Source: an optimization exercise on an open RTL-to-GDS flow (aim: small area). Production flows keep margins and buffers that such runs may drop.
The RTL was checked by simulation tests, not by an equivalence proof against the original design.

`design.v`:
```
package pill_box_pkg;
	typedef logic [7:0] hms_val_t;       
	typedef struct packed {
		hms_val_t hour;
		hms_val_t min;
		hms_val_t sec;
	} hms_t;
	typedef logic [3:0] bcd_digit_t;
	typedef logic [4:0] key_code_t;      
	typedef logic [15:0] key_evt_t;      
	localparam int KEY_FIELD = 0;
	localparam int KEY_UP    = 1;
	localparam int KEY_DOWN  = 2;
	localparam int KEY_MODE  = 3;
	localparam int KEY_SLOT  = 4;
	localparam int KEY_ACK   = 5;
	typedef enum logic [1:0] {
		MODE_TIME,
		MODE_BOX1,
		MODE_BOX2,
		MODE_BOX3
	} menu_mode_t;
	typedef enum logic [2:0] {
		FIELD_NONE,
		FIELD_HOUR,
		FIELD_MIN,
		FIELD_SEC,
		FIELD_ENABLE
	} edit_field_t;
	typedef logic [1:0] slot_idx_t;
	localparam int NUM_BOXES     = 3;
	localparam int SLOTS_PER_BOX = 3;
	typedef struct packed {
		edit_field_t field;
		logic        up;
		logic        down;
	} adj_cmd_t;
	typedef struct packed {
		menu_mode_t mode;
		slot_idx_t  slot;
		logic       editing;     
	} slot_sel_t;
	localparam hms_val_t HOUR_MAX   = 8'd23;
	localparam hms_val_t MINSEC_MAX = 8'd59;
	function automatic hms_val_t step_val(hms_val_t v, hms_val_t max_v, logic up);
		if (up) begin
			step_val = (v == max_v) ? 8'd0 : v + 8'd1;
		end else begin
			step_val = (v == 8'd0) ? max_v : v - 8'd1;
		end
	endfunction
endpackage
module pill_box_top #(
	parameter int TICKS_PER_SEC = 32_768,
	parameter int TONE_DIV      = 8
) (
	input  logic                               clk,
	input  logic                               rst_n,
	input  pill_box_pkg::key_code_t            keyvalue,
	output logic [23:0]                        time_din,
	output logic [27:0]                        pill_box_din,
	output logic                               beep,
	output logic [pill_box_pkg::NUM_BOXES-1:0] alarm_box,
	output pill_box_pkg::menu_mode_t           mode_out,
	output pill_box_pkg::slot_idx_t            index_out
);
	localparam int NSLOT = 9;
	localparam int TW    = $clog2(TONE_DIV) + 1;
	function automatic logic [5:0] step6(logic [5:0] v, logic [5:0] max_v, logic up);
		if (up) step6 = (v == max_v) ? 6'd0 : v + 6'd1;
		else    step6 = (v == 6'd0) ? max_v : v - 6'd1;
	endfunction
	function automatic logic [7:0] bcd60(logic [5:0] v);
		logic [4:0] h;
		logic [2:0] t;
		h = v[5:1];
		if (h >= 5'd25)      t = 3'd5;
		else if (h >= 5'd20) t = 3'd4;
		else if (h >= 5'd15) t = 3'd3;
		else if (h >= 5'd10) t = 3'd2;
		else if (h >= 5'd5)  t = 3'd1;
		else                 t = 3'd0;
		bcd60 = {1'b0, t, 3'(h - 5'(t) * 5'd5), v[0]};
	endfunction
	function automatic logic [2:0] kenc(logic [4:0] kv);
		if (!kv[4] && kv[3:0] < 4'd6) kenc = kv[2:0] + 3'd1;
		else                          kenc = 3'd0;
	endfunction
	function automatic logic [3:0] sub9(logic [3:0] a, logic [3:0] b);
		logic [4:0] d;
		d = {1'b0, a} - {1'b0, b};
		sub9 = d[4] ? 4'(d + 5'd9) : d[3:0];
	endfunction
	logic [2:0] k1, k2, k3;
	logic       k_new;   
	logic [5:0] evt;
	always_ff @(posedge clk or negedge rst_n) begin
		if (!rst_n) begin
			k1 <= '0;
			k2 <= '0;
			k3 <= '0;
		end else begin
			k1 <= kenc(keyvalue);
			k2 <= k1;
			k3 <= k2;
		end
	end
	always_ff @(posedge clk) k_new <= (k2 != k3);
	always_comb begin
		for (int k = 0; k < 6; k++) evt[k] = (k3 == 3'(k + 1)) && k_new;
	end
	wire ev_field = evt[pill_box_pkg::KEY_FIELD];
	wire ev_up    = evt[pill_box_pkg::KEY_UP];
	wire ev_down  = evt[pill_box_pkg::KEY_DOWN];
	wire ev_mode  = evt[pill_box_pkg::KEY_MODE];
	wire ev_slot  = evt[pill_box_pkg::KEY_SLOT];
	wire ev_ack   = evt[pill_box_pkg::KEY_ACK];
	logic [1:0] mode;
	logic [2:0] field;
	logic [1:0] slot;
	logic [2:0] field_next;
	logic       editing;
	logic       nav_ok;
	logic       adj_up, adj_dn;
	logic       mode_time;
	assign editing   = (field != 3'd0);
	assign mode_time = (mode == 2'd0);
	assign nav_ok    = !editing && !ev_up && !ev_down;
	assign adj_up    = editing && ev_up && !ev_field;
	assign adj_dn    = editing && ev_down && !ev_field && !ev_up;
	always_comb begin
		case (field)
			3'd0:    field_next = 3'd1;
			3'd1:    field_next = 3'd2;
			3'd2:    field_next = 3'd3;
			3'd3:    field_next = mode_time ? 3'd0 : 3'd4;
			default: field_next = 3'd0;
		endcase
	end
	always_ff @(posedge clk or negedge rst_n) begin
		if (!rst_n) begin
			mode  <= '0;
			field <= '0;
			slot  <= '0;
		end else if (ev_field) begin
			field <= field_next;
		end else if (nav_ok && ev_mode) begin
			mode <= mode + 2'd1;
			slot <= '0;
		end else if (nav_ok && ev_slot && !mode_time) begin
			slot <= (slot == 2'd2) ? 2'd0 : slot + 2'd1;
		end
	end
	assign mode_out  = pill_box_pkg::menu_mode_t'(mode);
	assign index_out = slot;
	logic [1:0] mode_d;
	logic [1:0] slot_d;
	logic       pend_up, pend_dn;
	always_ff @(posedge clk or negedge rst_n) begin
		if (!rst_n) begin
			mode_d  <= 2'd1;     
			slot_d  <= '0;
			pend_up <= 1'b0;
			pend_dn <= 1'b0;
		end else begin
			mode_d  <= mode;
			slot_d  <= slot;
			pend_up <= adj_up;
			pend_dn <= adj_dn;
		end
	end
	wire pend = pend_up | pend_dn;
	logic [14:0] presc;
	logic        presc_low0;
	logic        hold;
	logic        tick;
	logic        new_second;
	assign presc_low0 = (presc[13:0] == 14'd0);
	assign hold       = editing && mode_time;
	assign tick       = !hold && presc[14] && presc_low0;
	always_ff @(posedge clk or negedge rst_n) begin
		if (!rst_n) begin
			presc      <= '0;
			new_second <= 1'b0;
		end else begin
			new_second <= tick;
			presc      <= hold ? '0 : {presc[13:0], presc[14] ^ presc[13] ^ presc_low0};
		end
	end
	logic [16:0] w_time;     
	logic [16:0] n_time;     
	logic [16:0] t_time;     
	logic [16:0] c_time;     
	always_comb begin
		t_time[5:0]   = step6(n_time[5:0], 6'd59, 1'b1);
		t_time[11:6]  = n_time[11:6];
		t_time[16:12] = n_time[16:12];
		if (n_time[5:0] == 6'd59) begin
			t_time[11:6] = step6(n_time[11:6], 6'd59, 1'b1);
			if (n_time[11:6] == 6'd59) t_time[16:12] = 5'(step6({1'b0, n_time[16:12]}, 6'd23, 1'b1));
		end
	end
	always_comb begin
		if (pend && mode_time) c_time = w_time;
		else if (new_second)   c_time = t_time;
		else                   c_time = n_time;
	end
	always_ff @(posedge clk or negedge rst_n) begin
		if (!rst_n) n_time <= '0;
		else        n_time <= c_time;
	end
	logic [NSLOT-1:0][16:0] ring;       
	logic [3:0]             rot;
	logic [16:0]            buf_time;   
	logic [3:0]             buf_tag;
	logic                   buf_dirty;
	logic                   ring_clr;   
	logic [NSLOT-1:0]       s_en;
	logic [NSLOT-1:0]       selv;       
	logic [3:0]             sel_idx;
	logic [3:0]             sel_pos;    
	logic [3:0]             buf_pos;    
	logic                   sel_buf;
	logic [16:0]            ring_sel;
	logic [16:0]            view;
	logic                   v_on;
	logic                   slot_wr;
	always_comb begin
		for (int i = 0; i < NSLOT; i++) begin
			selv[i] = (mode_d == 2'(i / 3 + 1)) && (slot_d == 2'(i % 3));
		end
	end
	assign sel_idx   = 4'({mode_d - 2'd1, 1'b0}) + 4'(mode_d - 2'd1) + 4'(slot_d);
	assign sel_pos   = sub9(sel_idx, rot);
	assign buf_pos   = sub9(buf_tag, rot);
	assign sel_buf   = buf_dirty && (buf_tag == sel_idx);
	assign v_on      = |(selv & s_en);
	always_comb begin
		ring_sel = '0;
		for (int p = 0; p < NSLOT; p++) begin
			if (sel_pos == 4'(p)) ring_sel = ring_sel | ring[p];
		end
	end
	always_comb begin
		if (mode_d == 2'd0)  view = n_time;      
		else if (sel_buf)    view = buf_time;
		else if (!ring_clr)  view = ring_sel;
		else                 view = '0;
	end
	logic [5:0] e_val, e_max, e_new;
	always_comb begin
		case (field)
			3'd1:    e_val = {1'b0, view[16:12]};
			3'd2:    e_val = view[11:6];
			default: e_val = view[5:0];
		endcase
		e_max  = (field == 3'd1) ? 6'd23 : 6'd59;
		e_new  = step6(e_val, e_max, pend_up);
		w_time = view;
		case (field)
			3'd1:    w_time[16:12] = e_new[4:0];
			3'd2:    w_time[11:6]  = e_new;
			3'd3:    w_time[5:0]   = e_new;
			default: ;
		endcase
	end
	assign slot_wr = pend && !mode_time;
	logic [2:0]  port_flush;
	logic [2:0]  port_wr;
	logic [16:0] port_data;
	assign port_flush[0] = buf_dirty && (buf_pos == 4'd1);
	assign port_flush[1] = buf_dirty && (buf_pos == 4'd4);
	assign port_flush[2] = buf_dirty && (buf_pos == 4'd7);
	assign port_wr       = port_flush | {3{ring_clr}};
	assign port_data     = ring_clr ? '0 : buf_time;
	always_ff @(posedge clk or negedge rst_n) begin
		if (!rst_n)           ring_clr <= 1'b1;
		else if (rot == 4'd2) ring_clr <= 1'b0;
	end
	always_ff @(posedge clk) begin
		for (int p = 0; p < NSLOT; p++) begin
			if (p % 3 == 0 && port_wr[p / 3]) ring[p] <= port_data;
			else                              ring[p] <= ring[(p + 1) % NSLOT];
		end
	end
	always_ff @(posedge clk or negedge rst_n) begin
		if (!rst_n) rot <= '0;
		else        rot <= (rot == 4'd8) ? 4'd0 : rot + 4'd1;
	end
	always_ff @(posedge clk) begin
		if (slot_wr) begin
			buf_time <= w_time;
			buf_tag  <= sel_idx;
		end
	end
	always_ff @(posedge clk or negedge rst_n) begin
		if (!rst_n)          buf_dirty <= 1'b0;
		else if (slot_wr)    buf_dirty <= 1'b1;
		else if (|port_flush) buf_dirty <= 1'b0;
	end
	always_ff @(posedge clk or negedge rst_n) begin
		if (!rst_n) begin
			s_en    <= '0;
		end else begin
			for (int i = 0; i < NSLOT; i++) begin
				if (slot_wr && selv[i]) begin
					if (field == 3'd4) s_en[i] <= !v_on;
				end
			end
		end
	end
	logic [2:0]       alarm_q;
	logic [NSLOT-1:0] hit;
	logic [NSLOT-1:0] m_hit;
	logic             head_eq;
	logic             live_eq;
	assign head_eq = (ring[0] == t_time);
	assign live_eq = (view == t_time);
	always_ff @(posedge clk) begin
		for (int i = 0; i < NSLOT; i++) begin
			if (selv[i])
				m_hit[i] <= live_eq;
			else if (rot == 4'(i) && !(buf_dirty && buf_tag == 4'(i)))
				m_hit[i] <= head_eq;
		end
	end
	always_comb begin
		for (int i = 0; i < NSLOT; i++) begin
			hit[i] = s_en[i] && (selv[i] ? (live_eq && !editing) : m_hit[i]);
		end
	end
	always_ff @(posedge clk or negedge rst_n) begin
		if (!rst_n) begin
			alarm_q <= '0;
		end else if (ev_ack) begin
			alarm_q <= '0;
		end else if (new_second) begin
			for (int b = 0; b < 3; b++) begin
				if (|hit[b*3 +: 3]) alarm_q[b] <= 1'b1;
			end
		end
	end
	assign alarm_box = alarm_q;
	logic [TW-1:0] tone_cnt;
	always_ff @(posedge clk or negedge rst_n) begin
		if (!rst_n) tone_cnt <= '0;
		else        tone_cnt <= tone_cnt + 1'b1;
	end
	assign beep = ~(tone_cnt[TW-1] & |alarm_q);
	assign time_din     = {bcd60({1'b0, n_time[16:12]}), bcd60(n_time[11:6]), bcd60(n_time[5:0])};
	assign pill_box_din = (mode_d == 2'd0) ? 28'h0FFFFFF :
		{bcd60({1'b0, view[16:12]}), bcd60(view[11:6]), bcd60(view[5:0]), 3'b000, v_on};
endmodule
```
`standard.sh`:
```
#!/bin/bash
# synth_recipe.tcl (not shown) runs the flow's synth.tcl, then flattens the netlist and writes it again
# the make line also repeats each setting of config.mk as NAME=value (left out here)
make -C /OpenROAD-flow-scripts/flow DESIGN_CONFIG=/design/flow/config.mk WORK_HOME=/design/flow/orfs CLKGATE_MAP_FILE= SYNTH_SCRIPT=/design/flow/synth_recipe.tcl "${@:-finish}"
```
`flow/run.sh`:
```
#!/bin/bash
# Own layout flow: the standard ORFS flow (standard.sh) with these changes:
#  - synthesis is the standard flow's script (synth_recipe.tcl, ORFS synth.tcl) except that
#    ABC maps the logic with an area-oriented script, flow/abc_area.script;
#    registers are mapped before ABC and are left as the standard synthesis
#    makes them;
#  - adders are left to ABC as plain logic (ADDER_MAP_FILE empty) instead of
#    being mapped to half/full adder cells first;
#  - input and output ports are buffered with buf_1;
#  - clock tree clusters and repair margins are set below.
# Each tool's output goes to a log file in this folder.
set -euo pipefail
W=$(pwd)
F=$FLOW_HOME
cp "$W/flow/abc_area.script" "$W/abc_area.script"
sed "s#^source \$::env(SCRIPTS_DIR)/synth_preamble.tcl#source \$::env(SCRIPTS_DIR)/synth_preamble.tcl\nset abc_args [lreplace \$abc_args 1 1 $W/abc_area.script]#" \
	"$F/scripts/synth.tcl" > "$W/synth_area.tcl"
grep -q "abc_area.script" "$W/synth_area.tcl"
sed "s#source \$::env(SCRIPTS_DIR)/synth.tcl#source $W/synth_area.tcl#" "$W/synth_recipe.tcl" > "$W/synth_recipe_area.tcl"
grep -q "synth_area.tcl" "$W/synth_recipe_area.tcl"
make -C "$F" DESIGN_CONFIG="$FLOW_CONFIG" WORK_HOME="$W/orfs" CLKGATE_MAP_FILE= \
	SYNTH_SCRIPT="$W/synth_recipe_area.tcl" ADDER_MAP_FILE= \
	CAP_MARGIN=0 CORE_MARGIN=2 CORE_UTILIZATION=40 SLEW_MARGIN=0 \
	CTS_CLUSTER_SIZE=30 CTS_CLUSTER_DIAMETER=80 "CTS_BUF_LIST=sky130_fd_sc_hd__clkbuf_16 sky130_fd_sc_hd__clkbuf_8" \
	"BUFFER_PORTS_ARGS=-buffer_cell sky130_fd_sc_hd__buf_1" \
	finish > "$W/make.log" 2>&1
: # left out here: write the final layout as DEF
```
`flow/abc_area.script`:
```
strash
dc2
dc2
dch -f
amap
topo
```
`constraint.sdc`:
```
create_clock -name core_clock -period 10.0 [get_ports {clk}]
set_input_delay 2.0000 -clock core_clock [delete_from_list [all_inputs] [get_ports {clk}]]
set_output_delay 2.0000 -clock core_clock [all_outputs]
set_load 0.01 [all_outputs]
```
`config.mk`:
```
export PLATFORM = sky130hd
export DESIGN_NAME = pill_box_top
export DESIGN_NICKNAME = pill_box_top
export VERILOG_FILES = /design/flow/design.v
export SDC_FILE = /design/flow/constraint.sdc
export NUM_CORES = 4
export LEC_CHECK = 0
export CAP_MARGIN = 20
export CORE_MARGIN = 2
export CORE_UTILIZATION = 40
export SLEW_MARGIN = 20
```
==> results of run 1 <==
worst max-delay path by stage:
stage / slack [ns] / endpoint / depth (start not counted)
after floorplan: 0.29 / pill_box_din[7] / 30
after global placement: 0.98 / pill_box_din[7] / 38
after detailed placement: 0.61 / pill_box_din[7] / 35
after CTS: 0.06 / pill_box_din[7] / 35
after global routing: 0.03 / pill_box_din[7] / 40
final: 0.78 / pill_box_din[14] / 41
cells by family after synthesis:
family	Yosys count	share of synthesized area, %
other cells	1	0.0333
simple gates	377	14.2
flops	261	52.5
compound gates	452	26.3
buf+inv	197	6.99
critical path: cells and delay by family, from the launching register on:
| kind | cells | cell delay, ns |
|---|---|---|
| AO/OA/AOI/OAI | 15 | 2.76 |
| buffers and inverters | 9 | 1.25 |
| flip-flops | 1 | 0.62 |
| AND/OR/NAND/NOR | 17 | 2.08 |
sequential cells by signal, summed over array words and instances (netlist names), 2 cells and up:
register and cells:
alarm_q 3, buf_tag 4, buf_time 17, field 3
k1 3, k2 3, k3 3, m_hit 9
mode 2, mode_d 2, n_time 17, presc 15
ring 153, rot 4, s_en 9, slot 2
slot_d 2, tone_cnt 4
cell usage after synthesis, types with 2 or more instances:
| master | instances | area (um^2) |
|---|---|---|
| a2111oi_0 | 14 | 123 |
| a211o_1 | 3 | 26.3 |
| a211oi_1 | 12 | 90.1 |
| a21o_1 | 2 | 15.0 |
| a21oi_1 | 93 | 465 |
| a221o_1 | 2 | 20.0 |
| a221oi_1 | 9 | 78.8 |
| a222oi_1 | 15 | 150 |
| a22oi_1 | 22 | 165 |
| a31oi_1 | 11 | 68.8 |
| and2_0 | 2 | 12.5 |
| buf_4 | 13 | 97.6 |
| clkinv_1 | 184 | 691 |
| dfrtp_1 | 75 | 1880 |
| dfstp_2 | 2 | 52.6 |
| dfxtp_1 | 154 | 3080 |
| edfxtp_1 | 30 | 901 |
| nand2_1 | 108 | 405 |
| nand2b_1 | 2 | 12.5 |
| nand3_1 | 9 | 45.0 |
| nand4_1 | 5 | 31.3 |
| nor2_1 | 187 | 702 |
| nor2b_1 | 21 | 131 |
| nor3_1 | 14 | 70.1 |
| nor4_1 | 9 | 56.3 |
| o2111a_1 | 2 | 22.5 |
| o2111ai_1 | 8 | 70.1 |
| o211ai_1 | 7 | 52.6 |
| o21a_1 | 15 | 113 |
| o21ai_0 | 83 | 415 |
| o221ai_1 | 31 | 272 |
| o22ai_1 | 105 | 657 |
| o311ai_0 | 4 | 35.0 |
| o31ai_1 | 2 | 15.0 |
| o32a_1 | 2 | 20.0 |
| o32ai_1 | 4 | 35.0 |
| or2_0 | 10 | 62.6 |
| or3_1 | 4 | 25.0 |
| or4_1 | 3 | 22.5 |
routing by layer:
metal	GRT usage, %	share of wire, %	vias to the layer above
li1	-	-	4881
met1	33.8	46	4790
met2	36.4	45	386
met3	2.82	6.4	58
met4	6.25	2.6	0
met5	0	0	-
area by class of cell:
| class | count | area [um^2] |
|---|---|---|
| Timing Repair Buffer | 88 | 439 |
| Tap cell | 378 | 473 |
| Clock inverter | 6 | 80.1 |
| Inverter | 184 | 694 |
| Sequential cell | 261 | 5910 |
| Multi-Input combinational cell | 835 | 4720 |
| Fill cell | 2778 | 15100 |
| Clock buffer | 15 | 375 |
repair_timing:
action                     in CTS  in global routing
setup endpoints to repair       0                 10
gates resized for setup         0                 50
buffers inserted                0                  4
hold endpoints to repair        0                  0
metrics by stage:
stage | cell area [um^2] | util (%)
floorplan | 11300 | -
finish | 12700 | 45.7
global placement | 12100 | 43.6
global route | 12700 | 45.7
detailed placement | 12100 | 43.6
CTS | 12600 | 45.2
==> flow_summary.ini, run 1 <==
[worst_setup_path]
worstPathArrival_ns = 7.22
cp-end-kind = primary output
rrSetupSlack_ns = 1.59
r2r-start = mode_d[0]
critPathLaunch = mode_d[0]
crit_top_cell = nor2_1
cp-start-kind = register
cpPeakStageDelay_ns = 0.62
crit_slowest_cell = dfstp_2
r2r-end = alarm_q[2]
crit_required_ns = 8.00
path_class = reg -> out
critPathMaxFanout = 17
r2r_cells = 35

[clock_network]
clkTransAtPathRegs_ns = 0.11
clockBufferDepth = 3
root_buffer = clkbuf_16
numCtsBuffers = 14
cts_sinks = 261
htreeDepth = 1
cts_hold_buffers = 0
clock_latency_ns = 0.50
cts_tree = yes

[die]
die-area_um2 = 29500
start_util_pct = 40.6
die_w_um = 172
num_rows = 61
coreArea_um2 = 27800
io_pins = 67
die_height_um = 172

[finish]
final_cell_mix = 184 x nor2_1, 177 x clkinv_1, 154 x dfxtp_1
diodes = 0
finalNetCount = 1391
syn_to_final_growth_pct = 12.7
final_common_cell = nor2_1
drive_gt1_share_pct = 6.05
fin_cells = 1767

[drt]
drt_iter0_markers = 1035
detail-route-antenna-nets = 0
drc = 0
wire_per_inst_um = 19.4
viasPerCell = 5.72
num_vias = 10100
finalWirelength_um = 34200
dr.pass1.iters = 6

[synth]
synth.distinct_cells = 49
synth-edff-count = 30
synthesis.area_um2 = 11300
synth_ff_type = dfxtp_1
synth_seq_cells = 261
async_flop_share_pct = 29.5
synthCells = 1288
synth-seq-area-share_pct = 52.5
avgSynthCellArea_um2 = 8.75
ys_warn_count = 1

[global_routing]
grt_max_degree = 78
antenna_found_initial = 0
overflow = 0
grt_pass1_vias = 9481
grt_pass1_wl_um = 53600
track_usage_pct = 23.2

[placement]
gp_congestion = 0.957
portBuffers = 60
placed_cells = 1742
dp_hpwl_um = 24700
dp_slack_ns = 0.612

[timing]
fin_crit_ns = 9.22
relSlewSlack_pct = 31.7
hold_viol = 0
slew_violations = 0
fin_ws_ns = 0.777
fin_tns_setup_ns = 0
fmax_ghz = 0.108
tightest_slew_ns = 1.02
rsz0062_at_grt = false
clock-skew-final_ns = 0.0258
setup_viol = 0
hold_ws_ns = 0.355
finalCritPeriodShare_pct = 92.2

[worst_hold_path]
whs_path_depth = 0
whs_endpoint = ring[79]
hold_class = reg -> reg
min-delay-start = ring[96]

[run]
maxCapViolCount = 0

[run_status]
status = finished clean
==> inputs of run 2 (changes only) <==
--- a/flow/run.sh
+++ b/flow/run.sh
@@ -20,8 +20,8 @@
 grep -q "synth_area.tcl" "$W/synth_recipe_area.tcl"
 make -C "$F" DESIGN_CONFIG="$FLOW_CONFIG" WORK_HOME="$W/orfs" CLKGATE_MAP_FILE= \
 	SYNTH_SCRIPT="$W/synth_recipe_area.tcl" ADDER_MAP_FILE= \
-	CAP_MARGIN=0 CORE_MARGIN=2 CORE_UTILIZATION=40 SLEW_MARGIN=0 \
-	CTS_CLUSTER_SIZE=30 CTS_CLUSTER_DIAMETER=80 "CTS_BUF_LIST=sky130_fd_sc_hd__clkbuf_16 sky130_fd_sc_hd__clkbuf_8" \
+	CAP_MARGIN=0 CORE_MARGIN=2 CORE_UTILIZATION=55 SLEW_MARGIN=0 \
+	CTS_CLUSTER_SIZE=30 CTS_CLUSTER_DIAMETER=80 \
 	"BUFFER_PORTS_ARGS=-buffer_cell sky130_fd_sc_hd__buf_1" \
 	finish > "$W/make.log" 2>&1
 : # left out here: write the final layout as DEF
==> run 2 against run 1 <==
Against the previous run: non-clock buffer count is 9 lower; highest routed layer unchanged; first-iteration DRC count is 3.5% lower; still clean; via count is 0.17% lower.
==> flow_summary.ini, run 2 <==
[worst_setup_path]
cp-start-kind = register
crit_slowest_cell = dfstp_2
crit_top_cell = nor2_1
worstPathArrival_ns = 7.20
cpPeakStageDelay_ns = 0.61
path_class = reg -> out
critPathMaxFanout = 12
cp-end-kind = primary output
crit_required_ns = 8.00

[global_routing]
grt_pass1_vias = 9515
grt_max_degree = 78
grt_pass1_wl_um = 51400
antenna_found_initial = 0
track_usage_pct = 29.8
overflow = 0

[synth]
synth-edff-count = 30
synthCells = 1288
synth_largest_area_cell = dfxtp_1
synth_seq_cells = 261
synth_ff_type = dfxtp_1
avgSynthCellArea_um2 = 8.75
ys_warn_count = 1
synthesis.area_um2 = 11300
synth.most_common_cell = nor2_1
synthTopCellsByCount = 187 x nor2_1, 184 x clkinv_1, 154 x dfxtp_1, 108 x nand2_1, 105 x o22ai_1
synth.distinct_cells = 49
synth.top_cell.area_share_pct = 27.4
synthTopCellsByArea = dfxtp_1 27%, dfrtp_1 17%, edfxtp_1 8.0%, nor2_1 6.2%, clkinv_1 6.1%
async_flop_share_pct = 29.5
synth-seq-area-share_pct = 52.5

[clock_network]
cts_tree = yes
htreeDepth = 1
root_buffer = clkbuf_16
clock_latency_ns = 0.51
cts_sinks = 261
cts_hold_buffers = 0
clockBufferDepth = 3
numCtsBuffers = 14
clkTransAtPathRegs_ns = 0.11

[finish]
multi_input_area_um2 = 4680
fillers = 1778
drive_gt1_share_pct = 4.49
final_cell_mix = 185 x nor2_1, 180 x clkinv_1, 154 x dfxtp_1
syn_to_final_growth_pct = 10.4
finalNetCount = 1382
largest_reg_flops = 153
final_common_cell = nor2_1
top_regs = ring x153, buf_time x17, n_time x17
diodes = 0
fin_area_um2 = 12400
register_area_um2 = 5910
top_register = ring
fin_cells = 1650

[die]
die-area_um2 = 21700
die_height_um = 147
die_w_um = 147
coreArea_um2 = 20200
num_rows = 52
start_util_pct = 55.9
io_pins = 67

[drt]
drc = 0
drt_iter0_markers = 999
wire_per_inst_um = 19.8
detail-route-antenna-nets = 0
num_vias = 10100
viasPerCell = 6.12
finalWirelength_um = 32700
dr.pass1.iters = 6

[timing]
finalCritPeriodShare_pct = 92.0
slew_violations = 0
clock-skew-final_ns = 0.0269
hold_viol = 0
relSlewSlack_pct = 31.9
tightest_slew_ns = 0.995
fmax_ghz = 0.109
fin_crit_ns = 9.20
hold_ws_ns = 0.348
setup_viol = 0

[placement]
dp_hpwl_um = 23300
placed_cells = 1629
gp_congestion = 0.980
place_area_um2 = 11900
portBuffers = 60

[run]
maxCapViolCount = 0

[worst_hold_path]
hold_class = reg -> reg

[run_status]
status = finished clean
## run 2: layout make-up
class	count	share of cell area (%)
Clock buffer	16	3.05
Clock inverter	5	0.543
Inverter	184	5.58
Multi-Input combinational cell	835	37.6
Sequential cell	261	47.5
Tap cell	270	2.72
Timing Repair Buffer	79	2.99
## run 2: logic make-up (layout without fill, tap and decap cells)
group	Yosys count	after routing	synth area share, %
DFF	261	261	52.5
AOI/OAI and AO/OA	452	452	26.3
buffers and inverters	197	284	6.99
other	1	6	0.0333
and+or+nand+nor	377	377	14.2
## run 2: per-layer routing
metal  track usage, %  part of all wire [%]  up-vias
met2             47.5                    45      462
met1             43.1                    44     4710
met3             3.23                   7.4       77
met5                0                     0        -
met4             9.38                   3.1        0
li1                 -                     -     4849
## run 2: path summary, 6_finish.rpt
path                       slack, ns          endpoint      start  depth (start not counted)
max                             0.80  pill_box_din[22]  mode_d[0]                         36
min                             0.35          ring[79]   ring[96]                          0
max reg2reg                     1.32        alarm_q[0]  mode_d[0]                         36
min reg2reg                     0.35          ring[79]   ring[96]                          0
max in group asynchronous       7.56         n_time[3]      rst_n                          2
min in group asynchronous       1.76         buf_dirty      rst_n                          2
## run 2: critical path: cells and delay by family, from the launching register on
kind	cells	cell delay [ns]
AO/OA/AOI/OAI	14	2.79
AND/OR/NAND/NOR	14	2.04
buffers and inverters	8	1.23
flip-flops	1	0.61
## run 2: timing repair
action	CTS	global route
buffers inserted	0	0
gates resized for setup	0	29
setup endpoints to repair	0	11
## run 2: stage by stage
| step | utilization, % | setup slack [ns] | setup TNS [ns] |
|---|---|---|---|
| after floorplan | - | 0.293 | 0 |
| after global placement | 59.2 | 0.882 | 0 |
| after detailed placement | 59.2 | 0.623 | 0 |
| after CTS | 61.4 | 0.0879 | 0 |
| after global routing | 61.7 | -0.0276 | -0.0616 |
| final | 61.7 | 0.798 | 0 |
==> inputs of run 3 (changes only) <==
--- a/flow/run.sh
+++ b/flow/run.sh
@@ -20,7 +20,7 @@
 grep -q "synth_area.tcl" "$W/synth_recipe_area.tcl"
 make -C "$F" DESIGN_CONFIG="$FLOW_CONFIG" WORK_HOME="$W/orfs" CLKGATE_MAP_FILE= \
 	SYNTH_SCRIPT="$W/synth_recipe_area.tcl" ADDER_MAP_FILE= \
-	CAP_MARGIN=0 CORE_MARGIN=2 CORE_UTILIZATION=55 SLEW_MARGIN=0 \
+	CAP_MARGIN=0 CORE_MARGIN=2 CORE_UTILIZATION=40 SLEW_MARGIN=0 \
 	CTS_CLUSTER_SIZE=30 CTS_CLUSTER_DIAMETER=80 \
 	"BUFFER_PORTS_ARGS=-buffer_cell sky130_fd_sc_hd__buf_1" \
 	finish > "$W/make.log" 2>&1
==> run 3 against run 2 <==
Against the previous run: hold slack better by 0.0067 ns; clock skew down 0.0010 ns; synthesized cell count is the same; die area up 36%; final area increased by 2.1%; final cell count grew 7.1%; sequential cell count stayed put; critical path depth rose by 5; sequential share of layout area shrank 0.97 points; wire length is 4.6% higher; critical endpoint is now pill_box_din[14]; largest cell class unchanged.
==> flow_summary.ini, run 3 <==
[worst_setup_path]
worstPathArrival_ns = 7.22
path_class = reg -> out
critPathMaxFanout = 17
cp-start-kind = register
r2r_cells = 35
crit_required_ns = 8.00
rrSetupSlack_ns = 1.59
crit_top_cell = nor2_1
cp-end-kind = primary output
crit_slowest_cell = dfstp_2
cpPeakStageDelay_ns = 0.62
r2r-end = alarm_q[2]
r2r-start = mode_d[0]

[placement]
placed_cells = 1742
place_area_um2 = 12100
dp_hpwl_um = 24700
gp_congestion = 0.957
portBuffers = 60

[synth]
synthCells = 1288
synth-seq-area-share_pct = 52.5
synth.most_common_cell = nor2_1
synth-edff-count = 30
avgSynthCellArea_um2 = 8.75
synth.top_cell.area_share_pct = 27.4
synth.distinct_cells = 49
synthTopCellsByCount = 187 x nor2_1, 184 x clkinv_1, 154 x dfxtp_1, 108 x nand2_1, 105 x o22ai_1
synth_ff_type = dfxtp_1
ys_warn_count = 1
synth_seq_cells = 261
synthTopCellsByArea = dfxtp_1 27%, dfrtp_1 17%, edfxtp_1 8.0%, nor2_1 6.2%, clkinv_1 6.1%
async_flop_share_pct = 29.5
synthesis.area_um2 = 11300
synth_largest_area_cell = dfxtp_1

[clock_network]
cts_sinks = 261
clkTransAtPathRegs_ns = 0.11
clock_latency_ns = 0.50
numCtsBuffers = 14
htreeDepth = 1
root_buffer = clkbuf_16
clockBufferDepth = 3
cts_tree = yes

[drt]
detail-route-antenna-nets = 0
drt_iter0_markers = 1035
dr.pass1.iters = 6
wire_per_inst_um = 19.4
drc = 0
num_vias = 10100
finalWirelength_um = 34200
viasPerCell = 5.72

[finish]
top_register = ring
finalNetCount = 1391
final_cell_mix = 184 x nor2_1, 177 x clkinv_1, 154 x dfxtp_1
syn_to_final_growth_pct = 12.7
fin_cells = 1767
drive_gt1_share_pct = 6.05
diodes = 0
largest_reg_flops = 153
final_common_cell = nor2_1
top_regs = ring x153, buf_time x17, n_time x17
fin_area_um2 = 12700

[global_routing]
grt_max_degree = 78
overflow = 0
track_usage_pct = 23.2
antenna_found_initial = 0
grt_pass1_vias = 9481
grt_pass1_wl_um = 53600

[die]
die-area_um2 = 29500
start_util_pct = 40.6
die_height_um = 172
die_w_um = 172
coreArea_um2 = 27800
num_rows = 61
io_pins = 67

[worst_hold_path]
hold_class = reg -> reg
whs_path_depth = 0
whs_endpoint = ring[79]
min-delay-start = ring[96]

[run]
maxCapViolCount = 0

[timing]
slew_violations = 0
setup_viol = 0
relSlewSlack_pct = 31.7
rsz0062_at_grt = false
tightest_slew_ns = 1.02
fin_tns_setup_ns = 0
clock-skew-final_ns = 0.0258
fmax_ghz = 0.108
finalCritPeriodShare_pct = 92.2
hold_viol = 0
fin_crit_ns = 9.22

[run_status]
status = finished clean
-- run 3: repair_timing --
action | in CTS | in global routing
endpoints found under the setup margin | 0 | 10
gates resized for setup | 0 | 50
buffers inserted | 0 | 4
hold buffers | 0 | 0
-- run 3: cells by family (layout without fill, tap and decap cells) --
family                 count (synthesis)  in the layout  synth area share, %
and+or+nand+nor                      377            377                 14.2
AOI/OAI and AO/OA                    452            452                 26.3
buffers and inverters                197            293                 6.99
DFF                                  261            261                 52.5
other                                  1              6               0.0333
-- run 3: worst max path at each step --
stage,start,endpoint,depth (start not counted)
floorplan,mode_d[0],pill_box_din[7],30
global placement,mode_d[0],pill_box_din[7],38
detailed placement,mode_d[0],pill_box_din[7],35
CTS,mode_d[0],pill_box_din[7],35
global route,mode_d[0],pill_box_din[7],40
finish,mode_d[0],pill_box_din[14],41
-- run 3: cell type report --
type | count | area (um^2)
sequential | 261 | 5910
multi-input combinational | 835 | 4720
inverter | 184 | 694
tap | 378 | 473
clock inverter | 6 | 80.1
timing repair buffer | 88 | 439
clock buffer | 15 | 375
fill | 2778 | 15100
-- run 3: per-stage QoR --
stage          util, %  hold WS (ns)  setup slack (ns)
3_3_place_gp      43.6         0.328             0.977
5_1_grt           45.7         0.353            0.0258
3_5_place_dp      43.6         0.332             0.612
4_1_cts           45.2         0.351            0.0565
2_1_floorplan        -         0.324             0.293
6_report          45.7         0.355             0.777
-- run 3: critical path: cells and delay by family (launching register included) --
| family | cells | cell delay, ns |
|---|---|---|
| DFF | 1 | 0.62 |
| AOI/OAI and AO/OA | 15 | 2.76 |
| and+or+nand+nor | 17 | 2.08 |
| buffers and inverters | 9 | 1.25 |
-- run 3: per-layer routing --
layer	vias to the layer above	track usage (%)	wire length (um)
met5	-	0	0
met4	0	6.25	896
met2	386	36.4	15300
met3	58	2.82	2200
li1	4881	-	-
met1	4790	33.8	15800
==> inputs of run 4 (changes only) <==
--- a/flow/run.sh
+++ b/flow/run.sh
@@ -21,7 +21,7 @@
 make -C "$F" DESIGN_CONFIG="$FLOW_CONFIG" WORK_HOME="$W/orfs" CLKGATE_MAP_FILE= \
 	SYNTH_SCRIPT="$W/synth_recipe_area.tcl" ADDER_MAP_FILE= \
 	CAP_MARGIN=0 CORE_MARGIN=2 CORE_UTILIZATION=40 SLEW_MARGIN=0 \
-	CTS_CLUSTER_SIZE=30 CTS_CLUSTER_DIAMETER=80 \
+	"CTS_ARGS=-sink_clustering_enable -repair_clock_nets -sink_clustering_size 20 -sink_clustering_max_diameter 60 -root_buf sky130_fd_sc_hd__clkbuf_16 -buf_list sky130_fd_sc_hd__clkbuf_8" \
 	"BUFFER_PORTS_ARGS=-buffer_cell sky130_fd_sc_hd__buf_1" \
 	finish > "$W/make.log" 2>&1
 : # left out here: write the final layout as DEF
==> run 4 against run 3 <==
Against the previous run: still clean on timing, DRC and antenna; worst setup slack worse by 0.035 ns; die area stayed put; clock-buffer cell count is 9 higher.
==> flow_summary.ini, run 4 <==
[synth]
synth_ff_type = dfxtp_1
synthTopCellsByArea = dfxtp_1 27%, dfrtp_1 17%, edfxtp_1 8.0%, nor2_1 6.2%, clkinv_1 6.1%
synth.mux.area_fraction_pct = 0
async_flop_share_pct = 29.5
synth_top_family_by_area = compound AO/OA/AOI/OAI gates
synth_seq_cells = 261
synth.most_common_cell = nor2_1
synth-seq-area-share_pct = 52.5
avgSynthCellArea_um2 = 8.75
synth.distinct_cells = 49
synthCells = 1288
synth-edff-count = 30
synth-simple-area-share_pct = 14.2
synthesis.area_um2 = 11300
synth-compound-area-share_pct = 26.3
ys_warn_count = 1
synth_largest_area_cell = dfxtp_1
synth.top_cell.area_share_pct = 27.4
synth_fa_ha_area_share_pct = 0
synthTopCellsByCount = 187 x nor2_1, 184 x clkinv_1, 154 x dfxtp_1, 108 x nand2_1, 105 x o22ai_1
yosys.area_share.xor_xnor_pct = 0

[worst_setup_path]
critical_path_buf_inv_count = 8
path_class = reg -> out
crit_required_ns = 8.00
crit_slowest_cell = dfstp_2
cp-end-kind = primary output
critPathTopFamily = compound AO/OA/AOI/OAI gates
cpPeakStageDelay_ns = 0.62
cp-start-kind = register
worstPathArrival_ns = 7.26
crit_top_cell = nor2_1
critPathMaxFanout = 17

[drt]
viasPerCell = 5.69
drc = 0
detail-route-antenna-nets = 0
dr.pass1.iters = 7
num_vias = 10200
drt_iter0_markers = 1037
finalWirelength_um = 34400
wire_per_inst_um = 19.3

[clock_network]
cts_hold_buffers = 0
numCtsBuffers = 23
cts_sinks = 261
clock_latency_ns = 0.51
clkTransAtPathRegs_ns = 0.11
htreeDepth = 1
root_buffer = clkbuf_16
cts_tree = yes
clockBufferDepth = 3

[die]
die_height_um = 172
start_util_pct = 40.6
io_pins = 67
num_rows = 61
coreArea_um2 = 27800
die_w_um = 172
die-area_um2 = 29500

[finish]
final_common_cell = nor2_1
syn_to_final_growth_pct = 13.5
drive_gt1_share_pct = 7.11
diodes = 0
top_register = ring
finalNetCount = 1400
largest_reg_flops = 153
final_cell_mix = 184 x nor2_1, 177 x clkinv_1, 154 x dfxtp_1
utilization_pct = 46.0
top_regs = ring x153, buf_time x17, n_time x17

[run]
maxCapViolCount = 0

[global_routing]
overflow = 0
grt_pass1_vias = 9527
track_usage_pct = 23.3
antenna_found_initial = 0
grt_max_degree = 78
grt_pass1_wl_um = 54000

[timing]
clock-skew-final_ns = 0.0257
hold_viol = 0
fin_tns_setup_ns = 0
fmax_ghz = 0.108
finalCritPeriodShare_pct = 92.6
hold_ws_ns = 0.346
fin_ws_ns = 0.742
tightest_slew_ns = 1.04
relSlewSlack_pct = 28.9
fin_crit_ns = 9.26
slew_violations = 0
setup_viol = 0

[worst_hold_path]
hold_class = reg -> reg

[placement]
gp_congestion = 0.957
dp_hpwl_um = 24700
dp_slack_ns = 0.612
portBuffers = 60

[run_status]
status = finished clean
-- run 4: what timing repair did --
item                                    in CTS  in global routing
endpoints found under the setup margin       0                 10
gates resized for setup                      0                 49
buffers inserted                             0                  4
-- run 4: final timing paths --
check / cells after the start / to / startpoint / slack, ns
setup / recovery: 38 / pill_box_din[7] / mode_d[0] / 0.74
hold / removal: 0 / k2[2] / k1[2] / 0.35
min in group asynchronous: 2 / k1[1] / rst_n / 1.76
hold reg to reg: 0 / k2[2] / k1[2] / 0.35
max in group asynchronous: 2 / n_time[1] / rst_n / 7.55
setup reg to reg: 35 / alarm_q[2] / mode_d[0] / 1.45
-- run 4: stage by stage --
stage / cells / cell area, um^2
final: 1784 / 12800
after global routing: 1784 / 12800
after CTS: 1780 / 12700
after detailed placement: 1742 / 12100
after global placement: 1742 / 12100
after floorplan: 1293 / 11300
-- run 4: logic make-up after synthesis --
logic type | count (synthesis)
buffers and inverters | 197
other | 1
AOI/OAI and AO/OA | 452
and+or+nand+nor | 377
DFF | 261
-- run 4: worst reg2reg max path: cells and delay by family (launching register included) --
family	cells	cell delay, ns
AND/OR/NAND/NOR	13	2.71
buffers and inverters	5	0.82
AO/OA/AOI/OAI	17	4.35
flip-flops	1	0.62
-- run 4: area by class of cell --
type,count,area [um^2]
clock buffers,24,364
clock inverters,14,189
fillers,2772,15000
inverters,184,694
multi-input cells,835,4720
flip-flops and latches,261,5910
well taps,378,473
repair buffers,88,439
-- run 4: routing by layer --
layer  up-vias  share of wire, %  global-route usage [%]
met5         -                 0                       0
met4         0               3.1                    7.23
met2       414                45                    36.4
met1      4778                46                    34.1
li1       4885                 -                       -
met3        81               6.9                    2.45
==> inputs of run 5 (changes only) <==
--- a/flow/run.sh
+++ b/flow/run.sh
@@ -20,8 +20,8 @@
 grep -q "synth_area.tcl" "$W/synth_recipe_area.tcl"
 make -C "$F" DESIGN_CONFIG="$FLOW_CONFIG" WORK_HOME="$W/orfs" CLKGATE_MAP_FILE= \
 	SYNTH_SCRIPT="$W/synth_recipe_area.tcl" ADDER_MAP_FILE= \
-	CAP_MARGIN=0 CORE_MARGIN=2 CORE_UTILIZATION=40 SLEW_MARGIN=0 \
-	"CTS_ARGS=-sink_clustering_enable -repair_clock_nets -sink_clustering_size 20 -sink_clustering_max_diameter 60 -root_buf sky130_fd_sc_hd__clkbuf_16 -buf_list sky130_fd_sc_hd__clkbuf_8" \
+	CAP_MARGIN=0 CORE_MARGIN=2 CORE_UTILIZATION=55 SLEW_MARGIN=0 \
+	"CTS_ARGS=-sink_clustering_enable -repair_clock_nets -sink_clustering_size 25 -sink_clustering_max_diameter 70 -root_buf sky130_fd_sc_hd__clkbuf_16 -buf_list sky130_fd_sc_hd__clkbuf_16 -sink_clustering_levels 1" \
 	"BUFFER_PORTS_ARGS=-buffer_cell sky130_fd_sc_hd__buf_1" \
 	finish > "$W/make.log" 2>&1
 : # left out here: write the final layout as DEF
==> run 5 against run 4 <==
Against the previous run: register-to-register slack got worse by 0.16 ns; synthesized cell count did not move; synthesized area did not move; non-clock buffer count fell by 9; sequential share of layout area rose by 1.1 points; critical path type unchanged; highest routed layer unchanged.
==> flow_summary.ini, run 5 <==
[worst_setup_path]
critical_path_buf_inv_count = 7
worstPathArrival_ns = 7.22
crit_required_ns = 8.00
r2r-start = mode_d[0]
critPathMaxFanout = 9
cp-end-kind = primary output
critPathLaunch = mode_d[0]
cp-start-kind = register
critPathTopFamily = compound AO/OA/AOI/OAI gates
path_class = reg -> out
crit_top_cell = nor2_1
cpPeakStageDelay_ns = 0.60
crit_slowest_cell = dfstp_2

[die]
coreArea_um2 = 20200
die_w_um = 147
num_rows = 52
io_pins = 67
die_height_um = 147
start_util_pct = 55.9
die-area_um2 = 21700

[placement]
place_area_um2 = 11900
gp_congestion = 0.980
dp_slack_ns = 0.623
portBuffers = 60
dp_hpwl_um = 23300

[synth]
avgSynthCellArea_um2 = 8.75
synth-edff-count = 30
synth.distinct_cells = 49
async_flop_share_pct = 29.5
synth_largest_area_cell = dfxtp_1
synth.most_common_cell = nor2_1
synthTopCellsByCount = 187 x nor2_1, 184 x clkinv_1, 154 x dfxtp_1, 108 x nand2_1, 105 x o22ai_1
synth_ff_type = dfxtp_1
synthesis.area_um2 = 11300
ys_warn_count = 1
synthTopCellsByArea = dfxtp_1 27%, dfrtp_1 17%, edfxtp_1 8.0%, nor2_1 6.2%, clkinv_1 6.1%
synth_seq_cells = 261
synthCells = 1288
synth-seq-area-share_pct = 52.5
synth.top_cell.area_share_pct = 27.4

[timing]
fmax_ghz = 0.108
fin_ws_ns = 0.781
slew_violations = 0
fin_crit_ns = 9.22
clock-skew-final_ns = 0.0178
relSlewSlack_pct = 31.7
setup_viol = 0
fin_tns_setup_ns = 0
finalCritPeriodShare_pct = 92.2
hold_viol = 0
tightest_slew_ns = 1.02

[clock_network]
clkTransAtPathRegs_ns = 0.09
clock_latency_ns = 0.51
numCtsBuffers = 16
htreeDepth = 1
cts_sinks = 261
cts_tree = yes
cts_setup_buffers = 0
clockBufferDepth = 3
cts_hold_buffers = 0
cts_resized = 0
root_buffer = clkbuf_16

[finish]
top_regs = ring x153, buf_time x17, n_time x17
drive_gt1_share_pct = 4.63
utilization_pct = 61.9
diodes = 0
largest_reg_flops = 153
top_register = ring
final_common_cell = nor2_1
finalNetCount = 1384
fin_area_um2 = 12500
syn_to_final_growth_pct = 10.8
fillers = 1789
final_cell_mix = 185 x nor2_1, 181 x clkinv_1, 154 x dfxtp_1

[worst_hold_path]
min-delay-start = ring[96]
hold_class = reg -> reg

[global_routing]
grt_pass1_vias = 9560
overflow = 0
grt_max_degree = 78
track_usage_pct = 30.2
antenna_found_initial = 0
grt_pass1_wl_um = 52000

[drt]
finalWirelength_um = 33000
dr.pass1.iters = 6
detail-route-antenna-nets = 0
viasPerCell = 6.19
num_vias = 10200
wire_per_inst_um = 20.0
drc = 0
drt_iter0_markers = 1011

[run_status]
status = finished clean

[run]
maxCapViolCount = 0
[run 5: cell families (layout without fill, tap and decap cells)]
logic type | count (synthesis) | count (layout) | share of synthesized area [%]
compound gates | 452 | 452 | 26.3
simple gates | 377 | 377 | 14.2
flops | 261 | 261 | 52.5
buf+inv | 197 | 287 | 6.99
other cells | 1 | 6 | 0.0333
[run 5: path summary, 6_finish.rpt]
kind	to	slack [ns]	cells after the start
setup / recovery	pill_box_din[14]	0.78	35
min in group asynchronous	buf_dirty	1.76	2
max in group asynchronous	presc[8]	7.56	2
hold / removal	ring[79]	0.34	0
setup reg to reg	alarm_q[0]	1.29	36
hold reg to reg	ring[79]	0.34	0
[run 5: layout make-up]
type,instances,area (um^2),share of cell area (%)
flip-flops and latches,261,5910,47.3
multi-input cells,835,4680,37.4
inverters,184,694,5.56
clock buffers,17,425,3.41
repair buffers,79,372,2.98
well taps,270,338,2.70
clock inverters,7,71.3,0.571
[run 5: worst reg2reg max path: cells and delay by family (launching register included)]
family / cells / cell delay (ns)
simple gates: 13 / 2.81
compound gates: 17 / 4.18
flops: 1 / 0.60
buf+inv: 6 / 1.04
[run 5: metrics by stage]
stage	instances	hold slack [ns]
floorplan	1293	0.324
global placement	1629	0.327
detailed placement	1629	0.332
CTS	1653	0.345
global route	1653	0.352
finish	1653	0.345
[run 5: per-layer routing]
layer | up-vias | GRT usage (%) | wire length, um
li1 | 4874 | - | -
met3 | 76 | 3.66 | 2680
met4 | 0 | 9.76 | 1050
met5 | - | 0 | 0
met1 | 4774 | 43.2 | 14400
met2 | 505 | 48.2 | 14900
==> inputs of run 6 (changes only) <==
--- a/design.v
+++ b/design.v
@@ -71,16 +71,7 @@
 		else    step6 = (v == 6'd0) ? max_v : v - 6'd1;
 	endfunction
 	function automatic logic [7:0] bcd60(logic [5:0] v);
-		logic [4:0] h;
-		logic [2:0] t;
-		h = v[5:1];
-		if (h >= 5'd25)      t = 3'd5;
-		else if (h >= 5'd20) t = 3'd4;
-		else if (h >= 5'd15) t = 3'd3;
-		else if (h >= 5'd10) t = 3'd2;
-		else if (h >= 5'd5)  t = 3'd1;
-		else                 t = 3'd0;
-		bcd60 = {1'b0, t, 3'(h - 5'(t) * 5'd5), v[0]};
+		bcd60 = {4'(v / 6'd10), 4'(v % 6'd10)};
 	endfunction
 	function automatic logic [2:0] kenc(logic [4:0] kv);
 		if (!kv[4] && kv[3:0] < 4'd6) kenc = kv[2:0] + 3'd1;
--- a/flow/run.sh
+++ b/flow/run.sh
@@ -20,8 +20,8 @@
 grep -q "synth_area.tcl" "$W/synth_recipe_area.tcl"
 make -C "$F" DESIGN_CONFIG="$FLOW_CONFIG" WORK_HOME="$W/orfs" CLKGATE_MAP_FILE= \
 	SYNTH_SCRIPT="$W/synth_recipe_area.tcl" ADDER_MAP_FILE= \
-	CAP_MARGIN=0 CORE_MARGIN=2 CORE_UTILIZATION=55 SLEW_MARGIN=0 \
-	"CTS_ARGS=-sink_clustering_enable -repair_clock_nets -sink_clustering_size 25 -sink_clustering_max_diameter 70 -root_buf sky130_fd_sc_hd__clkbuf_16 -buf_list sky130_fd_sc_hd__clkbuf_16 -sink_clustering_levels 1" \
+	CAP_MARGIN=0 CORE_MARGIN=2 CORE_UTILIZATION=65 SLEW_MARGIN=0 \
+	CTS_CLUSTER_SIZE=30 CTS_CLUSTER_DIAMETER=80 \
 	"BUFFER_PORTS_ARGS=-buffer_cell sky130_fd_sc_hd__buf_1" \
 	finish > "$W/make.log" 2>&1
 : # left out here: write the final layout as DEF
==> run 6 against run 5 <==
Against the previous run: still clean on timing, DRC and antenna; synthesized cell count shrank 2.3%; fmax decreased by 2.8%; sequential cell count stayed put; sequential share of layout area increased by 0.10 points; register-to-register slack gained 0.39 ns; critical path type unchanged.
==> flow_summary.ini, run 6 <==
[run_status]
status = finished clean

[global_routing]
overflow = 0
grt_pass1_wl_um = 50600
grt_max_degree = 78
grt_pass1_vias = 9397
track_usage_pct = 35.5
antenna_found_initial = 0

[worst_setup_path]
critPathLaunch = mode_d[0]
path_class = reg -> out
crit_slowest_cell = dfstp_2
critPathMaxFanout = 9
r2r-start = mode_d[0]
worstPathArrival_ns = 7.48
cp-start-kind = register
cpPeakStageDelay_ns = 0.59
cp-end-kind = primary output
crit_top_cell = nor2_1
crit_required_ns = 8.00

[synth]
synthTopCellsByCount = 179 x clkinv_1, 167 x nor2_1, 154 x dfxtp_1, 104 x nand2_1, 104 x o22ai_1
synthesis.area_um2 = 11200
synth.most_common_cell = clkinv_1
synth.distinct_cells = 51
synthCells = 1259
synth.top_cell.area_share_pct = 27.6
avgSynthCellArea_um2 = 8.88
synth-seq-area-share_pct = 52.9
synth_ff_type = dfxtp_1
async_flop_share_pct = 29.5
ys_warn_count = 1
synth-edff-count = 30
synthTopCellsByArea = dfxtp_1 28%, dfrtp_1 17%, edfxtp_1 8.1%, clkinv_1 6.0%, o22ai_1 5.8%
synth_largest_area_cell = dfxtp_1
synth_seq_cells = 261

[clock_network]
clkTransAtPathRegs_ns = 0.11
root_buffer = clkbuf_16
numCtsBuffers = 13
cts_hold_buffers = 0
cts_sinks = 261
clockBufferDepth = 3
htreeDepth = 1
cts_tree = yes
clock_latency_ns = 0.49

[drt]
detail-route-antenna-nets = 0
drc = 0
dr.pass1.iters = 7
drt_iter0_markers = 1637
finalWirelength_um = 32600
wire_per_inst_um = 20.5
viasPerCell = 6.55
num_vias = 10400

[finish]
top_regs = ring x153, buf_time x17, n_time x17
largest_reg_flops = 153
final_cell_mix = 172 x clkinv_1, 162 x nor2_1, 154 x dfxtp_1
final_common_cell = clkinv_1
utilization_pct = 74.6
drive_gt1_share_pct = 7.33
fin_cells = 1585
fillers = 1243
finalNetCount = 1368
fin_area_um2 = 12500
syn_to_final_growth_pct = 11.4
diodes = 0
top_register = ring

[timing]
fmax_ghz = 0.105
fin_crit_ns = 9.48
slew_violations = 0
hold_ws_ns = 0.355
tightest_slew_ns = 1.06
finalCritPeriodShare_pct = 94.8
fin_ws_ns = 0.520
relSlewSlack_pct = 29.3
setup_viol = 0
hold_viol = 0
clock-skew-final_ns = 0.0196

[placement]
dp_slack_ns = 0.317
gp_congestion = 1.00
place_area_um2 = 11800
dp_hpwl_um = 23100
portBuffers = 60
placed_cells = 1555

[die]
coreArea_um2 = 16700
die_height_um = 135
num_rows = 47
die-area_um2 = 18300
io_pins = 67
die_w_um = 135
start_util_pct = 67.0

[worst_hold_path]
hold_class = reg -> reg
min-delay-start = ring[91]

[run]
maxCapViolCount = 0
[run 6: through the flow]
stage / setup TNS [ns]
finish: 0
detailed placement: 0
floorplan: 0
global placement: 0
CTS: 0
global route: -0.248
[run 6: path summary, 6_finish.rpt]
kind / end / slack, ns / depth (start not counted)
worst max-delay path: pill_box_din[7] / 0.52 / 37
worst min-delay path: ring[74] / 0.35 / 0
worst max register to register: n_time[2] / 1.68 / 40
worst min register to register: ring[74] / 0.35 / 0
max in group asynchronous: presc[12] / 7.60 / 2
min in group asynchronous: tone_cnt[0] / 1.76 / 2
[run 6: what timing repair did]
action | 4_1_cts | 5_1_grt
gates resized for setup | 4 | 62
pin swaps | 0 | 4
setup endpoints to repair | 7 | 8
setup buffers | 2 | 9
hold endpoints to repair | 0 | 0
[run 6: worst max-delay path: cells and delay by family, from the launching register on]
kind / cells / cell delay, ns
AOI/OAI and AO/OA: 15 / 2.84
buffers and inverters: 7 / 1.13
DFF: 1 / 0.59
and+or+nand+nor: 15 / 2.38
[run 6: area by class of cell]
cell class / count / area [um^2] / share of cell area (%)
Clock buffer: 15 / 333 / 2.67
Clock inverter: 4 / 47.5 / 0.381
Inverter: 179 / 676 / 5.42
Multi-Input combinational cell: 811 / 4720 / 37.9
Sequential cell: 261 / 5910 / 47.4
Tap cell: 220 / 275 / 2.21
Timing Repair Buffer: 95 / 495 / 3.98
[run 6: kinds of logic after synthesis]
kind of cell	after synthesis	synth area share [%]
other	1	0.0335
and+or+nand+nor	356	13.6
AOI/OAI and AO/OA	448	26.5
DFF	261	52.9
buffers and inverters	192	6.88
xor gates and xnor gates	1	0.0783
[run 6: metal layers]
metal | share of wire (%) | up-vias | track usage, %
li1 | - | 4807 | -
met1 | 41 | 4793 | 49.6
met2 | 46 | 684 | 57.7
met3 | 10 | 92 | 5.13
met4 | 3.2 | 0 | 10.9
met5 | 0 | - | 0
==> inputs of run 7 (changes only) <==
--- a/flow/run.sh
+++ b/flow/run.sh
@@ -20,7 +20,7 @@
 grep -q "synth_area.tcl" "$W/synth_recipe_area.tcl"
 make -C "$F" DESIGN_CONFIG="$FLOW_CONFIG" WORK_HOME="$W/orfs" CLKGATE_MAP_FILE= \
 	SYNTH_SCRIPT="$W/synth_recipe_area.tcl" ADDER_MAP_FILE= \
-	CAP_MARGIN=0 CORE_MARGIN=2 CORE_UTILIZATION=65 SLEW_MARGIN=0 \
+	CAP_MARGIN=0 CORE_MARGIN=2 CORE_UTILIZATION=55 SLEW_MARGIN=0 \
 	CTS_CLUSTER_SIZE=30 CTS_CLUSTER_DIAMETER=80 \
 	"BUFFER_PORTS_ARGS=-buffer_cell sky130_fd_sc_hd__buf_1" \
 	finish > "$W/make.log" 2>&1
==> flow/abc_area.script (replaced) <==
strash
ifraig
dc2
dc2
dch -f
amap -F 2 -A 6
topo
==> run 7 against run 6 <==
Against the previous run: still clean on timing, DRC and antenna; wire length grew 1.7%; synthesized area shrank 0.73%; core utilization shrank 12 points; sequential cell count is the same; die area grew 17%; first-iteration DRC count shrank 28%; via count shrank 3.6%; worst setup slack gained 0.25 ns; largest cell class unchanged.
==> flow_summary.ini, run 7 <==
[synth]
async_flop_share_pct = 29.5
synthCells = 1214
avgSynthCellArea_um2 = 9.14
synthTopCellsByCount = 199 x clkinv_1, 154 x dfxtp_1, 120 x o22ai_1, 113 x nor2_1, 106 x nand2_1
synth-edff-count = 30
synth.most_common_cell = clkinv_1
synth-seq-area-share_pct = 53.3
synth_largest_area_cell = dfxtp_1
synthesis.area_um2 = 11100
synthTopCellsByArea = dfxtp_1 28%, dfrtp_1 17%, edfxtp_1 8.1%, o22ai_1 6.8%, clkinv_1 6.7%
ys_warn_count = 1
synth.top_cell.area_share_pct = 27.8
synth_ff_type = dfxtp_1
synth_seq_cells = 261
synth.distinct_cells = 46

[finish]
final_common_cell = clkinv_1
largest_reg_flops = 153
syn_to_final_growth_pct = 10.0
diodes = 0
top_register = ring
top_regs = ring x153, buf_time x17, n_time x17
final_cell_mix = 199 x clkinv_1, 154 x dfxtp_1, 113 x o22ai_1
fin_cells = 1570
finalNetCount = 1307
register_area_um2 = 5910
multi_input_area_um2 = 4440
utilization_pct = 62.1
fin_area_um2 = 12200
drive_gt1_share_pct = 3.98
fillers = 1719

[die]
num_rows = 51
coreArea_um2 = 19700
die_w_um = 146
io_pins = 67
die-area_um2 = 21300
die_height_um = 146
start_util_pct = 56.5

[clock_network]
clkTransAtPathRegs_ns = 0.11
cts_tree = yes
clockBufferDepth = 3
clock_latency_ns = 0.51
cts_sinks = 261
numCtsBuffers = 13
root_buffer = clkbuf_16
htreeDepth = 1

[timing]
fin_crit_ns = 9.23
slew_violations = 0
finalCritPeriodShare_pct = 92.3
hold_viol = 0
rsz0062_at_grt = false
clock-skew-final_ns = 0.0377
fin_tns_setup_ns = 0
relSlewSlack_pct = 29.3
fmax_ghz = 0.108
setup_viol = 0
tightest_slew_ns = 1.06

[drt]
drt_iter0_markers = 1174
num_vias = 10000
viasPerCell = 6.37
dr.pass1.iters = 6
finalWirelength_um = 33100
wire_per_inst_um = 21.1
drc = 0
detail-route-antenna-nets = 0

[worst_setup_path]
cpPeakStageDelay_ns = 0.58
r2r-start = mode_d[0]
crit_required_ns = 8.00
critPathMaxFanout = 7
r2r_cells = 34
crit_top_cell = nor2_1
r2r-end = alarm_q[0]
rrSetupSlack_ns = 1.60
cp-end-kind = primary output
worstPathArrival_ns = 7.23
cp-start-kind = register
path_class = reg -> out
crit_slowest_cell = dfstp_2

[global_routing]
grt_max_degree = 64
antenna_found_initial = 0
grt_pass1_wl_um = 52000
grt_pass1_vias = 9450
overflow = 0
track_usage_pct = 30.6

[placement]
gp_congestion = 0.988
placed_cells = 1550
place_area_um2 = 11700
dp_hpwl_um = 23600
portBuffers = 60

[worst_hold_path]
whs_path_depth = 0
whs_endpoint = ring[80]
min-delay-start = ring[97]
hold_class = reg -> reg

[run]
maxCapViolCount = 0

[run_status]
status = finished clean
-- run 7: cell count changes in the layout (fill, tap and decap cells not counted), sizes merged, moves of 11 or more --
cell,previous run,this run
o22ai,104,120
clkinv,173,199
nor2,167,113
a21oi,75,41
o21ai,98,86
buf,94,78
a31oi,8,19
a222oi,19,52
-- run 7: worst max-delay path by stage --
| stage | to | slack, ns | depth (start not counted) | start |
|---|---|---|---|---|
| floorplan | pill_box_din[14] | 1.09 | 32 | mode_d[0] |
| global placement | pill_box_din[5] | 1.47 | 36 | mode_d[0] |
| detailed placement | pill_box_din[5] | 1.14 | 36 | mode_d[0] |
| CTS | pill_box_din[5] | 0.61 | 36 | mode_d[0] |
| global route | pill_box_din[14] | 0.03 | 38 | mode_d[0] |
| finish | pill_box_din[14] | 0.77 | 38 | mode_d[0] |
-- run 7: logic make-up (layout without fill, tap and decap cells) --
| kind of cell | Yosys count | after routing | synth area share (%) |
|---|---|---|---|
| AO/OA/AOI/OAI | 436 | 436 | 27.3 |
| buffers and inverters | 212 | 298 | 7.61 |
| flip-flops | 261 | 261 | 53.3 |
| AND/OR/NAND/NOR | 304 | 304 | 11.8 |
| other | 1 | 6 | 0.0338 |
-- run 7: area by class of cell --
| type | instances | area share, % |
|---|---|---|
| Sequential cell | 261 | 48.4 |
| Multi-Input combinational cell | 746 | 36.3 |
| Inverter | 199 | 6.12 |
| Clock buffer | 17 | 3.04 |
| Timing Repair Buffer | 79 | 3.04 |
| Tap cell | 265 | 2.71 |
| Clock inverter | 3 | 0.328 |
-- run 7: worst max-delay path: cells and delay by family (launching register included) --
kind                   cells  cell delay [ns]
buffers and inverters      9             1.34
AOI/OAI and AO/OA         16             3.04
DFF                        1             0.58
and+or+nand+nor           13             1.78
-- run 7: routing by layer --
layer | vias to the layer above | GRT usage, % | part of all wire, %
met5 | - | 0 | 0
met4 | 0 | 13.8 | 4.7
met3 | 101 | 5.25 | 9.2
met2 | 546 | 47.8 | 44
met1 | 4651 | 42.1 | 42
li1 | 4709 | - | -
-- run 7: timing repair --
| action | in CTS | in global routing |
|---|---|---|
| setup endpoints to repair | 0 | 7 |
| setup buffers | 0 | 0 |
| hold buffers | 0 | 0 |
| gates resized for setup | 0 | 14 |
-- run 7: per-stage QoR --
step                hold slack (ns)  setup WS [ns]
floorplan                     0.324           1.09
global placement              0.334           1.47
detailed placement            0.331           1.14
CTS                           0.355          0.609
global route                  0.358         0.0287
finish                        0.351          0.768

[port drivers added, routing unchanged]
The flow's constraints put no driver on any port. The routed layouts listed below were extracted and timed again, unchanged, in two steps. Step 1 (the two cells are an assumption about what drives the block):
set clk [get_ports {clk}]
set_driving_cell -lib_cell sky130_fd_sc_hd__clkbuf_16 $clk
set_driving_cell -lib_cell sky130_fd_sc_hd__buf_2 [delete_from_list [all_inputs] $clk]
Step 2 adds t to the input delays and takes it off the output delays; t is the mean of the earliest and latest rising clock arrival at the registers after step 1. Input paths then give back, and output paths get back, about the clock's delay inside the block. a / b / c = ideal / step 1 / step 2; a / b = the first two.
run | shift t [ns] | setup slack, ns | slew at the worst register clock pin (ns) | worst data-port slew with drivers (ns)
run 1 | 0.541 | 0.777 / 0.727 / 1.268 | 0.11 / 0.11 | 0.03
run 2 | 0.540 | 0.798 / 0.752 / 1.291 | 0.11 / 0.11 | 0.03
run 3 | 0.541 | 0.777 / 0.727 / 1.268 | 0.11 / 0.11 | 0.03
run 4 | 0.555 | 0.742 / 0.688 / 1.243 | 0.12 / 0.12 | 0.03
run 5 | 0.548 | 0.781 / 0.731 / 1.279 | 0.10 / 0.10 | 0.03
run 6 | 0.531 | 0.520 / 0.474 / 1.005 | 0.11 / 0.11 | 0.03
run 7 | 0.540 | 0.768 / 0.720 / 1.260 | 0.12 / 0.12 | 0.03
After both steps every run listed still meets setup and hold.
